This is an optimization exercise on Yosys and OpenROAD, whose aim is small area, a short achievable clock period and few clock cycles per item, not a production implementation.
Where RTL was checked, it was by simulation tests only, not by an equivalence proof against the original.
Power is estimated from default activity; no workload was simulated.

Setup of job 1421:
==> flow/design.v (excerpt) <==
module pointer_motion_scaler_unit (
  input  logic               clk,
  input  logic               rst,
  input  logic               ev_valid,
  output logic               ev_ready,
  input  logic               ev_func,
  input  logic [2:0]         ev_event_kind,
  input  logic signed [15:0] ev_motion_value,
  input  logic               ev_sync_flag,
  input  logic [2:0]         ev_action,
  output logic               res_valid,
  input  logic               res_ready,
  output logic signed [15:0] res_scaled_value,
  output logic               res_keep_event
);
For scale: ~1800 cells after synthesis, ~73 flip-flops, ~47 I/O pins.
Settings: LEC_CHECK=0, ABC_CLOCK_PERIOD_IN_PS=5000, CAP_MARGIN=20, CORE_MARGIN=2, CORE_UTILIZATION=40, SETUP_SLACK_MARGIN=4, SLEW_MARGIN=20; clock period 10.0 ns.
run.sh (not shown) runs the stock make flow with config.mk's settings and CLKGATE_MAP_FILE= SYNTH_SCRIPT=/design/flow/synth_recipe.tcl, a recipe that flattens the netlist after the stock synthesis.
Testbench counts of job 1421, summed over its fixed seeds: cycles 8,008, items 8,000.
What job 6698 does differently from job 1421 at the input level:
# job 1421
export LEC_CHECK = 0
export ABC_CLOCK_PERIOD_IN_PS = 5000
export CAP_MARGIN = 20
export CORE_MARGIN = 2
export CORE_UTILIZATION = 40
export SETUP_SLACK_MARGIN = 4
export SLEW_MARGIN = 20
create_clock -name core_clock -period 10.0 [get_ports {clk}]
# job 6698
export LEC_CHECK = 0
export CAP_MARGIN = 20
export CORE_MARGIN = 2
export CORE_UTILIZATION = 40
export SLEW_MARGIN = 20
create_clock -name core_clock -period 10.0 [get_ports {clk}]
==> comparison <==
- Density: job 6698 sparser than job 1421
- Commonest non-fill, non-tap cell in the layout: sky130_fd_sc_hd__buf_4 -> job 1421, sky130_fd_sc_hd__nor2_1 -> job 6698
- Setup slack in job 6698 is 1110 ps lower than in job 1421
- The layout cell share with drive strength beyond 1 reported for job 6698 is smaller than that of job 1421 by 29 points.
- Higher global-route usage goes to job 1421 over job 6698.
- Compared with job 1421, in job 6698 placed instance area fell by 360 um^2; global-route wire length before repair lost 11%; aggregate global routing overflow closely matched the old numbers; share of synthesized cell area in and, or, nand and nor gates has remained practically unchanged.
- Worst slack after detailed placement: job 6698 vs job 1421 up 130 ps
- Job 6698 vs job 1421: count of plain and timing-repair buffers down by more than half


lane 5:
pointer_motion_scaler_unit, a different RTL version from the one above (not shown whole).
For scale: ~1,400 cells after synthesis, roughly 120 flip-flops, about 47 I/O pins, ~12,000 sq um of cells after synthesis.
clock: 10.0 ns
lec_check: 0
abc_area: 0
cap_margin: 20
core_margin: 2
core_utilization: 40
cts_buf_list: sky130_fd_sc_hd__clkbuf_8
setup_slack_margin: 5
slew_margin: 20
Having completed the whole flow, lane 5 delivered a layout that passed the timing, design-rule and antenna checks.
Testbench counts of lane 5, summed over its fixed seeds: cycles 8,012, items 8,000.
Inputs modified between lane 5 and lane 1:
# lane 5
export LEC_CHECK = 0
export ABC_AREA = 0
export CAP_MARGIN = 20
export CORE_MARGIN = 2
export CORE_UTILIZATION = 40
export CTS_BUF_LIST = sky130_fd_sc_hd__clkbuf_8
export SETUP_SLACK_MARGIN = 5
export SLEW_MARGIN = 20
create_clock -name core_clock -period 10.0 [get_ports {clk}]
# lane 1
export LEC_CHECK = 0
export ABC_AREA = 1
export CAP_MARGIN = 20
export CORE_MARGIN = 2
export CORE_UTILIZATION = 60
export CTS_BUF_LIST = sky130_fd_sc_hd__clkbuf_8
export SETUP_SLACK_MARGIN = 5
export SLEW_MARGIN = 20
create_clock -name core_clock -period 10.0 [get_ports {clk}]
## What came out
- Lane 5: PASS, flow complete, no timing, DRC or antenna violations
- Lane 1 completed every stage of the flow, and the final layout passed the timing, design-rule and antenna checks.
- Reported for lane 1 and lane 5, count of flip-flops with a built-in enable after synthesis turned out identical to the last digit.
- Between lane 1 and lane 5, it is lane 1 whose sequential share of layout area is higher, by 1.9 points.
- Lane 1 vs lane 5 — area occupied by multi-input gates dropped about 13%.
- Critical path data arrival time | lane 1 below lane 5


Another version of the RTL of pointer_motion_scaler_unit (not shown whole).
Size: ~1600 cells after synthesis, about 120 flip-flops, about 47 I/O pins, roughly 12000 µm² of cells after synthesis.
Settings: LEC_CHECK=0, ABC_AREA=1, CAP_MARGIN=5, CORE_MARGIN=2, CORE_UTILIZATION=40, CTS_BUF_LIST=sky130_fd_sc_hd__clkbuf_8, SETUP_SLACK_MARGIN=5, SLEW_MARGIN=5; clock period 10.0 ns.
Testbench counts at the start, summed over its fixed seeds: cycles 8,012, items 8,000.
Then changed:
Settings changed: CAP_MARGIN 5 to 20, SLEW_MARGIN 5 to 20, TNS_END_PERCENT set to 10.
Cell area fell by about 0.5%.
Routed wire length barely changes.
Setup slack loses 0.045 ns.
Register-to-register slack gets worse by 0.11 ns.
Critical path depth is unchanged.
Count of clock-buffer cells in the layout is unchanged.
Then changed:
Settings changed: CTS_BUF_LIST sky130_fd_sc_hd__clkbuf_8 to unset, TNS_END_PERCENT 10 to unset.
Effect: Worst setup slack gets better by 0.011 ns; wire length rose slightly; area after synthesis is unchanged; sequential power barely changes.


pointer_motion_scaler_unit, a different RTL version from the one above (not shown whole).
For scale: roughly 1900 cells after synthesis, ~150 flip-flops.
make LEC_CHECK=0 ABC_AREA=1 CAP_MARGIN=20 CORE_MARGIN=2 CORE_UTILIZATION=40 SETUP_SLACK_MARGIN=5 SLEW_MARGIN=20 finish   # period 10.0 ns
Edit:
CORE_UTILIZATION = 65   (was 40)
What happened:
- die area decreases by 38%
- register-to-register slack is better by 0.07 ns
- worst setup slack is better by 0.0099 ns
- final area decreases by 1.6%
No functional check of the RTL was part of any run of this note.


== run A ==
pointer_motion_scaler_unit with an RTL version that a note above also has.
Size: roughly 1600 cells after synthesis, roughly 47 I/O pins.
Settings: LEC_CHECK=0, ABC_AREA=1, CAP_MARGIN=20, CORE_MARGIN=2, CORE_UTILIZATION=40, CTS_BUF_LIST=sky130_fd_sc_hd__clkbuf_8, CTS_CLUSTER_SIZE=50, SETUP_SLACK_MARGIN=5, SLEW_MARGIN=20; clock period 10.0 ns.
Testbench counts of run A, summed over its fixed seeds: cycles 8,012, items 8,000.
Input-level comparison between run B and run A:
- CTS_BUF_LIST changed from sky130_fd_sc_hd__clkbuf_8 to sky130_fd_sc_hd__clkbuf_4 sky130_fd_sc_hd__clkbuf_8
- CTS_CLUSTER_SIZE changed from 50 to 25
### Flow results
Run B and run A ended up with roughly the same clock network fraction of total power. Post-route minimum period came out exactly the same in run A and run B. Diff run A..run B | maximum fanout along the worst path | negligible. Between run A and run B, the difference in overall via count from detail_route is negligible. Data arrival time of the worst path essentially unchanged between run A and run B. For design area, run B and run A come out practically identical. Diff run A..run B | maximum frequency | unchanged. In terms of TritonCTS buffer count, run B and run A differ only marginally. The setup slack was comparable across run A and run B. Run A -> run B: final-report max-slew violation count delta 0, exact match.
What run C does differently from run B at the input level:
- CTS_BUF_LIST changed from sky130_fd_sc_hd__clkbuf_4 sky130_fd_sc_hd__clkbuf_8 to sky130_fd_sc_hd__clkbuf_8
- CTS_CLUSTER_SIZE changed from 25 to 30
==> notes.md <==
Comparing run C against run B, there is no change at all in worst-case headroom to the max-slew limit. From run B to run C, area share of fa/ha/maj cells after synthesis did not move at all. As far as number of failing setup endpoints in the final timing report goes, run C and run B are indistinguishable; the numbers are identical. Re maximum frequency: no difference whatsoever between run C and run B. Number of enable-type register cells in the synthesized netlist: run C vs run B identical. Re number of clock buffer instances in the layout: no difference whatsoever between run C and run B. Reported for run C and run B, area added between synthesis and finish turned out identical to the last digit. Run C and run B ended up with nearly the same tap cell instance count. There was hardly any difference in power share of the combinational group between run B and run C. Re total power: no difference whatsoever between run B and run C. As far as global-route usage goes, run C and run B are indistinguishable; the numbers are identical.


== v51 ==
RTL: one of the versions met above, not the one the previous note started from.
For scale: roughly 120 flip-flops.
## pointer_motion_scaler_unit
module pointer_motion_scaler_unit (
  input  logic               clk,
  input  logic               rst,
  input  logic               ev_valid,
  output logic               ev_ready,
  input  logic               ev_func,
  input  logic [2:0]         ev_event_kind,
  input  logic signed [15:0] ev_motion_value,
  input  logic               ev_sync_flag,
  input  logic [2:0]         ev_action,
  output logic               res_valid,
  input  logic               res_ready,
  output logic signed [15:0] res_scaled_value,
  output logic               res_keep_event
);
clock: 10.0 ns
lec_check: 0
abc_area: 1
cap_margin: 20
core_margin: 2
core_utilization: 40
cts_buf_list: sky130_fd_sc_hd__clkbuf_8
cts_cluster_size: 30
setup_slack_margin: 5
slew_margin: 20
v51 completed end to end with timing, DRC and antenna clean.
Testbench counts of v51, summed over its fixed seeds: cycles 8,012, items 8,000.
Modified inputs, v14 compared to v51
Settings: a deleted CTS_CLUSTER_SIZE that had been 30; an added GPL_ROUTABILITY_DRIVEN of 0; an added GPL_TIMING_DRIVEN of 1.
Findings:
Status: worst setup slack parity (v14, v51)
In terms of ratio of total power to cell area, v51 and v14 differ only marginally.
Per the comparison of v14 with v51, post-layout minimum cycle time shows no meaningful change; utilization after layout grew by 0.46 points.
v51 → v14: wire length went up, count of non-filler cells in the finished layout saw an increase, final area grew by 1.0%.
In the reports for v51 and v14, the smaller worst setup slack after placement belongs to v14.
Relative to v51, the sequential portion of the cell area of v14 is lower by 0.24 points.
Count of vias placed by the detailed router in v14 is 111 above v51.
Input-level comparison between v24 and v14:
Settings: CORE_UTILIZATION changed from 40 to 25; GPL_ROUTABILITY_DRIVEN removed (was 0); GPL_TIMING_DRIVEN removed (was 1).
==> comparison <==
- v24 reached the final stage; the timing, design-rule and antenna checks on its layout passed.
- The half-perimeter wire length after detailed placement in v24 was higher than what v14 gave.
- Ratio of total power to cell area ends up higher on v14.
- Number of cells on the critical path: v24 higher than v14
- [compare] base=v14 new=v24: minimum setup slack in the final design now sits lower; power decreased 0.075 mW.
- On worst hold slack: between v14 and v24, it ends up lower for v24.
- v24 against v14: number of cells on the worst reg-to-reg path increased about 8%; multi-input combinational cell count flat.
## Diff of input files: v54 against v24
Settings: a change of CORE_UTILIZATION from 25 to 40; an added PLACE_DENSITY of 0.5.
Results
v54 completed end to end with timing, DRC and antenna clean.
Compared v54 against v24; area growth from synthesis to layout within noise.
On post-layout net count: between v54 and v24, it ends up higher for v54.
In v54 the sequential power turned out about 1% higher than in v24.
v54 vs v24 — critical path depth dropped 7.
Cmp v54 vs v24: buffer and inverter count on the worst path lower in v54
From v24 to v54 the numbers moved as follows: post-route minimum period fell by 0.028 ns; share of the core filled with cells in the final layout rose by 18 points.
v54 vs. v24: setup slack now sits higher, total area of sequential cells flat, width of the chip went down 21%.


pointer_motion_scaler_unit, a different RTL version from the one above (not shown whole).
For scale: about 1600 cells after synthesis, roughly 120 flip-flops, roughly 47 I/O pins, ~13000 um^2 of cells after synthesis.
clock: 10.0 ns
lec_check: 0
cap_margin: 20
core_margin: 2
core_utilization: 40
slew_margin: 20
Change:
- ABC_AREA: default -> 1
=> Total power came out higher by about 11%. Sequential share of layout area rises by 0.56 points. Die area fell by about 2.5%. Clock power stays flat. Cell area came out lower by 2.5%. Maximum frequency falls by about 4.3%.
No run of this note included a check of the RTL's function; only the layout flow was run.

-- static timing again, ports no longer ideal --
In the flow no input, the clock included, has a driving cell. The finished layouts below were timed again as built, in two steps. Step 1, drivers: a clkbuf_16 drives clk and a buf_2 each remaining input, both assumed. Step 2 times the ports against the registers' clock, not the clock port: input delays grow and output delays shrink by t, the midpoint of the rising clock arrivals with the driver on. Three values: ideal, step 1, step 2; two values: the first two.
| run | shift t [ns] | setup slack, ns | latest minus earliest clock arrival (ns) | slew at the worst register clock pin (ns) | pins driven straight from the clock port |
|---|---|---|---|---|---|
| job 1421 | 0.383 | 1.992 / 1.980 / 1.597 | 0.010 / 0.010 | 0.07 / 0.07 | 1 |
| job 6698 | 0.387 | 0.884 / 0.902 / 0.515 | 0.010 / 0.009 | 0.07 / 0.07 | 1 |
| lane 5 | 0.479 | 4.934 / 4.934 / 4.645 | 0.034 / 0.033 | 0.11 / 0.11 | 1 |
| lane 1 | 0.494 | 5.120 / 5.104 / 4.645 | 0.013 / 0.014 | 0.08 / 0.08 | 1 |
| the first run of note 3 | 0.474 | 5.110 / 5.091 / 4.660 | 0.021 / 0.022 | 0.09 / 0.09 | 1 |
| the second run of note 3 | 0.475 | 5.065 / 5.045 / 4.615 | 0.020 / 0.020 | 0.08 / 0.08 | 1 |
| the third run of note 3 | 0.446 | 5.076 / 5.092 / 4.651 | 0.015 / 0.016 | 0.06 / 0.06 | 1 |
| the first run of note 4 | 0.474 | 5.096 / 5.073 / 4.879 | 0.020 / 0.019 | 0.07 / 0.07 | 1 |
| the second run of note 4 | 0.482 | 5.106 / 5.079 / 4.882 | 0.017 / 0.017 | 0.08 / 0.08 | 1 |
| run A | 0.474 | 5.110 / 5.091 / 4.660 | 0.021 / 0.022 | 0.09 / 0.09 | 1 |
| run B | 0.474 | 5.110 / 5.091 / 4.660 | 0.021 / 0.022 | 0.09 / 0.09 | 1 |
| run C | 0.474 | 5.110 / 5.091 / 4.660 | 0.021 / 0.022 | 0.09 / 0.09 | 1 |
| v51 | 0.476 | 5.123 / 5.097 / 4.710 | 0.021 / 0.020 | 0.09 / 0.09 | 1 |
| v14 | 0.499 | 5.126 / 5.099 / 4.683 | 0.021 / 0.021 | 0.09 / 0.09 | 1 |
| v24 | 0.523 | 5.097 / 5.088 / 4.600 | 0.019 / 0.020 | 0.08 / 0.08 | 1 |
| v54 | 0.492 | 5.126 / 5.098 / 4.727 | 0.021 / 0.022 | 0.10 / 0.10 | 1 |
| the first run of note 7 | 0.469 | 3.597 / 3.597 / 3.597 | 0.015 / 0.015 | 0.06 / 0.06 | 1 |
| the second run of note 7 | 0.476 | 3.307 / 3.283 / 3.283 | 0.013 / 0.012 | 0.06 / 0.06 | 1 |
After both steps every run listed still meets setup and hold. The setup slack of v24, which loses most, moves by -0.009 ns with the drivers and by -0.497 ns with both steps.
